From an optimization exercise on the open Yosys and OpenROAD flow, aimed at small area and a short achievable clock period; shortcuts taken in it are not production practice. Where RTL was checked, it was by simulation tests only, not by an equivalence proof against the original. Power figures rest on the tool's default switching activity, not on a simulated workload.

==> flow/design.v (excerpt) <==
module qu_front_end (
    input  logic                          clk,
    input  logic                          rst_n,
    input  logic                          redirect,
    input  logic [qu_pkg::pc_w-1:0]       redirect_pc,
    output logic [qu_pkg::pc_w-1:0]       imem_addr,
    input  logic [qu_pkg::instr_w-1:0]    imem_data,
    output logic [qu_pkg::preg_w-1:0]     rf_rd1_addr,
    output logic [qu_pkg::preg_w-1:0]     rf_rd2_addr,
    input  logic [qu_pkg::instr_w-1:0]    rf_rd1_data,
    input  logic [qu_pkg::instr_w-1:0]    rf_rd2_data,
    input  logic                          wb_valid,
    input  logic [qu_pkg::preg_w-1:0]     wb_preg,
    input  logic                          free_valid,
    input  logic [qu_pkg::preg_w-1:0]     free_preg,
    input  logic                          rs_credit,
    output logic                          rs_valid,
    output logic [qu_pkg::rs_entry_w-1:0] rs_entry
);
    localparam int np = qu_pkg::num_pregs;
  ...
==> flow/config.mk <==
export PLATFORM = sky130hd
export DESIGN_NAME = qu_front_end
export DESIGN_NICKNAME = qu_front_end
export VERILOG_FILES = /design/flow/design.v
export SDC_FILE = /design/flow/constraint.sdc
export NUM_CORES = 4
export LEC_CHECK = 0
export CAP_MARGIN = 20
export CORE_MARGIN = 2
export CORE_UTILIZATION = 40
export CTS_CLUSTER_DIAMETER = 100
export CTS_CLUSTER_SIZE = 22
export SETUP_SLACK_MARGIN = 2.6
export SLEW_MARGIN = 20
export BUFFER_PORTS_ARGS = -buffer_cell sky130_fd_sc_hd__buf_2
==> flow/constraint.sdc <==
create_clock -name core_clock -period 5.0 [get_ports {clk}]
set_input_delay 1.0000 -clock core_clock [delete_from_list [all_inputs] [get_ports {clk}]]
set_output_delay 1.0000 -clock core_clock [all_outputs]
set_load 0.01 [all_outputs]
standard.sh (not shown) runs the stock make flow with config.mk's settings and CLKGATE_MAP_FILE= SYNTH_SCRIPT=/design/flow/synth_recipe.tcl, a recipe that flattens the netlist after the stock synthesis.
==> flow/flow/run.sh <==
#!/bin/bash
# Standard layout, with the port buffers made from buf_2 cells instead of
# the buffer that buffer_ports picks by default.
set -euo pipefail
echo "export BUFFER_PORTS_ARGS = -buffer_cell sky130_fd_sc_hd__buf_2" >> config.mk
bash standard.sh > standard_flow.log 2>&1
The starting point completed without violations.
Rerun with:
SETUP_SLACK_MARGIN = 2.9   (was 2.6)
Routed wire length increases by 0.48%.
Clock-buffer cell count does not change.
Via count rises by 2.9%.
Utilization is higher by 3.2 points.
Clock power barely changes.
Non-clock buffer count rose by 98.
Sequential power barely changes.
Final area goes up by 6.4%.
Critical path depth came out lower by 3.
Worst hold slack degrades by 0.048 ns.
Cell count came out higher by 2.4%.
No run of this note included a check of the RTL's function; only the layout flow was run.


qu_front_end, a different RTL version from the one above (not shown whole).
For scale: about 3600 cells after synthesis, ~910 flip-flops, about 370 I/O pins.
Settings: LEC_CHECK=0, ABC_CLOCK_PERIOD_IN_PS=2000, CAP_MARGIN=20, CORE_MARGIN=2, CORE_UTILIZATION=60, SETUP_SLACK_MARGIN=3.0, SLEW_MARGIN=20; clock period 5.0 ns.
run.sh (not shown) runs the stock make flow with config.mk's settings and CLKGATE_MAP_FILE= SYNTH_SCRIPT=/design/flow/synth_recipe.tcl, a recipe that flattens the netlist after the stock synthesis.
Stock flow here: none of the scripts above is used.
The starting point aborted during global routing (5_1_grt).
Change:
Settings changed: ABC_CLOCK_PERIOD_IN_PS 2000 to default, CORE_UTILIZATION 60 to 40, SETUP_SLACK_MARGIN 3.0 to default.
=> The new run ran to the end with no violations. Synthesized area stays the same. Synthesized cell count stays the same.


qu_front_end, a different RTL version from the one above (not shown whole).
For scale: ~3100 cells after synthesis, roughly 1100 flip-flops, ~370 I/O pins, about 0.043 mm^2 of cells after synthesis.
clock: 5.0 ns
lec_check: 0
cap_margin: 20
core_margin: 2
core_utilization: 55
cts_cluster_diameter: 100
cts_cluster_size: 22
setup_slack_margin: 2.65
slew_margin: 20
buffer_ports_args: -inputs -buffer_cell sky130_fd_sc_hd__buf_1
pre_global_place_tcl: /design/flow/flow/pre_gpl.tcl
standard.sh (not shown) runs the stock make flow with config.mk's settings and CLKGATE_MAP_FILE= SYNTH_SCRIPT=/design/flow/synth_recipe.tcl, a recipe that flattens the netlist after the stock synthesis.
==> flow/flow/run.sh <==
#!/bin/bash
# Standard layout, with the port buffers chosen here: buf_1 on inputs and
# buf_2 on outputs, instead of the cell that buffer_ports picks by default.
set -euo pipefail
here=$(pwd)
cat > "$here/flow/pre_gpl.tcl" <<'TCL'
buffer_ports -outputs -buffer_cell sky130_fd_sc_hd__buf_2
TCL
cat >> config.mk <<EOC
export BUFFER_PORTS_ARGS = -inputs -buffer_cell sky130_fd_sc_hd__buf_1
export PRE_GLOBAL_PLACE_TCL = $here/flow/pre_gpl.tcl
EOC
bash standard.sh > standard_flow.log 2>&1
==> flow/flow/pre_gpl.tcl <==
buffer_ports -outputs -buffer_cell sky130_fd_sc_hd__buf_2
Then changed:
- CORE_UTILIZATION: 55 -> 58
- SETUP_SLACK_MARGIN: 2.65 -> 2.6
Effect: The new run ran to the end with no violations; critical path depth shrinks by 1; combinational power shrinks by 4.7%; final cell count shrinks by 2.0%; wire length shrinks by 0.87%; power shrinks by 0.64%.
No functional check of the RTL was part of any run of this note.


Another version of the RTL of qu_front_end (not shown whole).
Size: ~1000 flip-flops, ~370 I/O pins, about 42000 µm² of cells after synthesis.
clock: 5.0 ns
lec_check: 0
cap_margin: 20
core_margin: 2
core_utilization: 58
cts_cluster_diameter: 100
cts_cluster_size: 22
setup_slack_margin: 2.6
slew_margin: 20
tns_end_percent: 20
buffer_ports_args: -buffer_cell sky130_fd_sc_hd__buf_2
==> flow/flow/run.sh <==
#!/bin/bash
# Standard layout, with the port buffers made from buf_2 cells instead of
# the buffer that buffer_ports picks by default.
set -euo pipefail
echo "export BUFFER_PORTS_ARGS = -buffer_cell sky130_fd_sc_hd__buf_2" >> config.mk
bash standard.sh > standard_flow.log 2>&1
The starting point went through all stages and came out clean.
Next try:
Settings changed: TNS_END_PERCENT 20 to not set.
The new run passed the timing, design-rule and antenna checks.
Synthesized area is unchanged.
Clock power stays flat.
Combinational power goes up by 5.2%.
Worst hold slack hardly moves.
Utilization goes up by 0.83 points.
Die area does not change.
Global-route usage goes up by 0.89 points.
Routed wire length goes up by 2.8%.
Synthesized cell count does not change.
Power goes up by 2.0%.
Cell count goes up by 0.74%.

[afterwards: timing with drivers on the ports]
The results above use ideal ports. As a check the final layouts listed here were re-extracted and re-timed, cells and wires unchanged. Step 1 assumes that a clkbuf_16 drives the clock port and a buf_2 every other input. Step 2 also shifts input and output timing later by t, the mid clock arrival at the registers, as if the neighbouring blocks saw the same clock. Slacks: no drivers / after step 1 / after step 2; pairs: no drivers / after step 1.
run	t (ns)	setup WS [ns]	hold slack, ns	worst setup path at the end	worst data-port slew with drivers (ns)
the first run of note 1	0.778	2.467 / 2.414 / 2.166	0.281 / 0.255 / 0.336	input to register	0.08
the second run of note 1	0.757	2.510 / 2.483 / 2.301	0.233 / 0.217 / 0.344	input to register	0.08
the second run of note 2	0.744	0.600 / 0.600 / 0.600	0.332 / 0.332 / 0.332	register to register	0.06
the first run of note 3	0.732	2.531 / 2.459 / 2.065	0.345 / 0.339 / 0.345	input to register	0.17
the second run of note 3	0.737	2.547 / 2.477 / 2.035	0.289 / 0.256 / 0.346	input to register	0.08
the first run of note 4	0.723	2.427 / 2.357 / 1.867	0.345 / 0.345 / 0.345	input to register	0.07
the second run of note 4	0.728	2.510 / 2.454 / 2.089	0.346 / 0.331 / 0.349	input to register	0.07
After both steps setup and hold are still met in every run listed. For the first run of note 4, which loses most, drivers alone change the setup slack by -0.070 ns; drivers and shift together by -0.560 ns.
